Source: an optimization exercise on an open RTL-to-GDS flow (aim: small area and a short achievable clock period). Production flows keep margins and buffers that such runs may drop.
In this exercise RTL edits were held to simulation tests only and were not proved equivalent to the original.
No activity file was given, so power comes from the tool's default toggle rates.

==> 03-21 <==
// any1_alu_queue
module any1_alu_queue #(
   parameter int DEPTH        = 8,
   parameter int AFULL_MARGIN = 2
) (
   input  logic                     rst_i,
   input  logic                     clk_i,
   input  logic                     flush_i,
   input  logic [358:0]             rec_i,
   output logic [358:0]             rec_o,
   output logic                     valid_o,
   input  logic                     rdy_i,
   output logic [$clog2(DEPTH):0]   count_o,
   output logic                     full_o,
   output logic                     afull_o,
   output logic                     ovf_o
);
   localparam int PW = 358;            
   localparam int RN = DEPTH - 1;      
   logic [PW-1:0]  head;
   logic [PW-1:0]  ring [RN];
   logic [RN-1:0]  rptr;               
   logic [RN-1:0]  wptr;               
   logic [3:0]     count;
   logic           valid, full, afull, ovf;
   logic           wr;
   logic           pop, push;
   logic           head_in;            
   logic           head_ring;          
   logic           ring_wr;            
   logic [3:0]     count_nx;
   assign wr   = rec_i[358];
   assign pop  = valid & rdy_i & ~flush_i;
   assign push = wr & ~flush_i & (~full | pop);
   assign head_in   = push & ((count == 4'd0) | ((count == 4'd1) & pop));
   assign head_ring = pop & (count > 4'd1);
   assign ring_wr   = push & ~head_in;
   always_comb begin
      count_nx = count;
      if (push & ~pop) count_nx = count + 4'd1;
      else if (pop & ~push) count_nx = count - 4'd1;
   end
   always_ff @(posedge clk_i or posedge rst_i) begin
      if (rst_i) begin
         count <= '0;
         valid <= 1'b0;
         full  <= 1'b0;
         afull <= 1'b0;
         ovf   <= 1'b0;
         rptr  <= RN'(1);
         wptr  <= RN'(1);
      end else if (flush_i) begin
         count <= '0;
         valid <= 1'b0;
         full  <= 1'b0;
         afull <= 1'b0;
         ovf   <= 1'b0;
         rptr  <= RN'(1);
  ...
==> module any1_alu_queue, before the edit <==
module any1_alu_queue #(
   parameter int DEPTH        = 8,
   parameter int AFULL_MARGIN = 2
) (
   input  logic                     rst_i,
   input  logic                     clk_i,
   input  logic                     flush_i,
   input  logic [358:0]             rec_i,
   output logic [358:0]             rec_o,
   output logic                     valid_o,
   input  logic                     rdy_i,
   output logic [$clog2(DEPTH):0]   count_o,
   output logic                     full_o,
   output logic                     afull_o,
   output logic                     ovf_o
);
   localparam int PW = 358;            
   localparam int RN = DEPTH - 1;      
   logic [PW-1:0]  head;
   logic [PW-1:0]  ring [RN];
   logic [RN-1:0]  rptr;               
   logic [RN-1:0]  wptr;               
   logic [3:0]     count;
   logic           valid, full, afull, ovf;
   logic           wr;
   logic           pop, push;
   logic           head_in;            
   logic           head_ring;          
   logic           ring_wr;            
   logic [3:0]     count_nx;
   assign wr   = rec_i[358];
   assign pop  = valid & rdy_i & ~flush_i;
   assign push = wr & ~flush_i & (~full | pop);
   assign head_in   = push & ((count == 4'd0) | ((count == 4'd1) & pop));
   assign head_ring = pop & (count > 4'd1);
   assign ring_wr   = push & ~head_in;
   always_comb begin
      count_nx = count;
      if (push & ~pop) count_nx = count + 4'd1;
      else if (pop & ~push) count_nx = count - 4'd1;
   end
   always_ff @(posedge clk_i or posedge rst_i) begin
      if (rst_i) begin
         count <= '0;
         valid <= 1'b0;
         full  <= 1'b0;
         afull <= 1'b0;
         ovf   <= 1'b0;
         rptr  <= RN'(1);
         wptr  <= RN'(1);
      end else if (flush_i) begin
         count <= '0;
         valid <= 1'b0;
         full  <= 1'b0;
         afull <= 1'b0;
         ovf   <= 1'b0;
         rptr  <= RN'(1);
         wptr  <= RN'(1);
      end else begin
         count <= count_nx;
         valid <= (count_nx != 4'd0);
         full  <= (count_nx == 4'(DEPTH));
         afull <= (count_nx >= 4'(DEPTH - AFULL_MARGIN));
         if (wr & full & ~pop) ovf <= 1'b1;
         if (head_ring) rptr <= {rptr[RN-2:0], rptr[RN-1]};
         if (ring_wr)   wptr <= {wptr[RN-2:0], wptr[RN-1]};
      end
   end
   logic           head_hold;
   logic [RN-1:0]  head_sel;
   logic [PW-1:0]  head_nx;
   assign head_hold = ~head_in & ~head_ring;
   assign head_sel  = {RN{head_ring}} & rptr;
   always_comb begin
      head_nx = ({PW{head_hold}} & head) | ({PW{head_in}} & rec_i[PW-1:0]);
      for (int k = 0; k < RN; k++)
         head_nx = head_nx | ({PW{head_sel[k]}} & ring[k]);
   end
   always_ff @(posedge clk_i) head <= head_nx;
   for (genvar k = 0; k < RN; k++) begin : g_ring
      always_ff @(posedge clk_i) begin
         if (ring_wr & wptr[k]) ring[k] <= rec_i[PW-1:0];
      end
   end
   assign rec_o   = {valid, head};
   assign valid_o = valid;
   assign count_o = count;
   assign full_o  = full;
   assign afull_o = afull;
   assign ovf_o   = ovf;
endmodule
export LEC_CHECK = 0
export CAP_MARGIN = 20
export CORE_MARGIN = 2
export CORE_UTILIZATION = 40
export SLEW_MARGIN = 20
create_clock -name core_clock -period 4.4 [get_ports {clk_i}]
run.sh (not shown) runs the stock make flow with config.mk's settings and CLKGATE_MAP_FILE= SYNTH_SCRIPT=/design/flow/synth_recipe.tcl, a recipe that flattens the netlist after the stock synthesis.
==> 09-19 (differences from 03-21) <==
==> flow/design.v (replaced) <==
`default_nettype none
package any1_alu_queue_pkg;
   typedef struct packed {
      logic        wr;
      logic [5:0]  rid;
      logic [31:0] ir;
      logic [63:0] a;
      logic [63:0] b;
      logic [63:0] c;
      logic [63:0] d;
      logic [63:0] imm;
   } sALUrec;
endpackage
module any1_alu_queue #(
   parameter int DEPTH        = 8,
   parameter int AFULL_MARGIN = 2
) (
   input  logic                     rst_i,
   input  logic                     clk_i,
   input  logic                     flush_i,
   input  logic [358:0]             rec_i,
   output logic [358:0]             rec_o,
   output logic                     valid_o,
   input  logic                     rdy_i,
   output logic [$clog2(DEPTH):0]   count_o,
   output logic                     full_o,
   output logic                     afull_o,
   output logic                     ovf_o
);
   localparam int AW = $clog2(DEPTH);
   localparam int CW = AW + 1;
   localparam int PW = 359 - 1;    
   localparam logic [CW-1:0] AFULL_LEVEL =
      (AFULL_MARGIN >= DEPTH) ? '0 : CW'(DEPTH - AFULL_MARGIN);
   logic [PW-1:0]  mem [DEPTH];
   logic [AW-1:0]  rptr;
   logic [AW-1:0]  wptr;
   logic [CW-1:0]  count;
   logic           ovf;
   logic           full;
   logic           valid;
   logic           push;
   logic           pop;
   logic [PW-1:0]  payload_in;
   any1_alu_queue_pkg::sALUrec rec_in;
   any1_alu_queue_pkg::sALUrec rec_out;
   assign rec_in = rec_i;
   assign rec_o  = rec_out;
   assign full  = (count == CW'(DEPTH));
   assign valid = (count != '0);
   assign pop  = valid & rdy_i & ~flush_i;
   assign push = rec_in.wr & ~flush_i & (~full | pop);
   assign payload_in = {rec_in.rid, rec_in.ir, rec_in.a, rec_in.b,
                        rec_in.c, rec_in.d, rec_in.imm};
   always_ff @(posedge clk_i or posedge rst_i) begin
      if (rst_i) begin
         rptr  <= '0;
         wptr  <= '0;
         count <= '0;
         ovf   <= 1'b0;
      end else if (flush_i) begin
         rptr  <= '0;
         wptr  <= '0;
         count <= '0;
         ovf   <= 1'b0;
      end else begin
         if (push) begin
            wptr <= wptr + AW'(1);
         end
         if (pop) begin
            rptr <= rptr + AW'(1);
         end
         if (push && !pop) begin
            count <= count + CW'(1);
         end else if (pop && !push) begin
            count <= count - CW'(1);
         end
         if (rec_in.wr && full && !pop) begin
            ovf <= 1'b1;
         end
      end
   end
   always_ff @(posedge clk_i) begin
      if (push) begin
         mem[wptr] <= payload_in;
      end
   end
   always_comb begin
      rec_out    = {1'b0, mem[rptr]};
      rec_out.wr = valid;
   end
   assign valid_o = valid;
   assign count_o = count;
   assign full_o  = full;
   assign afull_o = (count >= AFULL_LEVEL);
   assign ovf_o   = ovf;
endmodule
`default_nettype wire
==> comparison table <==
metric	09-19	03-21
Status	timing/DRC/antenna clean	timing/DRC/antenna clean
Overall Global Routing Usage	18.2%	21.7%
Post-CTS Setup Repair Bufs	19	0
Detailed router's first-iteration violation count	3808	8829
Metal2 WL	119000 µm	132000 µm
Switching part of the total	25.3%	22.0%
P_leak	41.1 nW	38.0 nW
Number of global-route vias before repair	50.7k	56.9k
Final Wtd Congestion	0.747	0.789
Power Combinational	18.2 mW	5.29 mW
Synthesized-area fraction occupied by and/or/nand/nor cells	0.176%	0.274%
Timing startpoint of the critical path	rptr[0]	head[7]
Slew at the pin closest to its max-slew limit	0.876 ns	1.10 ns
Clock Power	25.2 mW	25.4 mW
Destination of the critical timing path	rec_o[147]	rec_o[7]
Fraction of layout cells with a size suffix above 1	31.8%	10.6%
Worst hold margin	0.403 ns	0.473 ns
Final instance area	132000 µm²	123000 µm²
Pwr dens	563 nW/µm²	511 nW/µm²
Flip-flop count of the largest register after layout	2864	2506
Synth async-reset ratio	0.383%	0.762%
Post-synthesis instance area	108000 µm²	99900 µm²
Final #Nets	5667	6365
CTS-repair resized insts	22	0

-- static timing again, ports no longer ideal --
The results above use ideal ports. As a check the final layouts listed here were re-extracted and re-timed, cells and wires unchanged. Step 1 assumes that a clkbuf_16 drives the clock port and a buf_2 every other input. Step 2 also shifts input and output timing later by t, the mid clock arrival at the registers, as if the neighbouring blocks saw the same clock. a / b / c = ideal / step 1 / step 2; a / b = the first two.
run | shift t [ns] | setup slack, ns | hold slack, ns | worst data-port slew with drivers (ns)
03-21 | 0.997 | 1.353 / 1.260 / 0.764 | 0.473 / 0.405 / 0.483 | 0.19
09-19 | 0.959 | 0.068 / -0.029 / 0.431 | 0.403 / 0.332 / 0.563 | 0.20
After both steps setup and hold are still met in every run listed. For 03-21, which loses most, drivers alone change the setup slack by -0.093 ns; drivers and shift together by -0.589 ns.
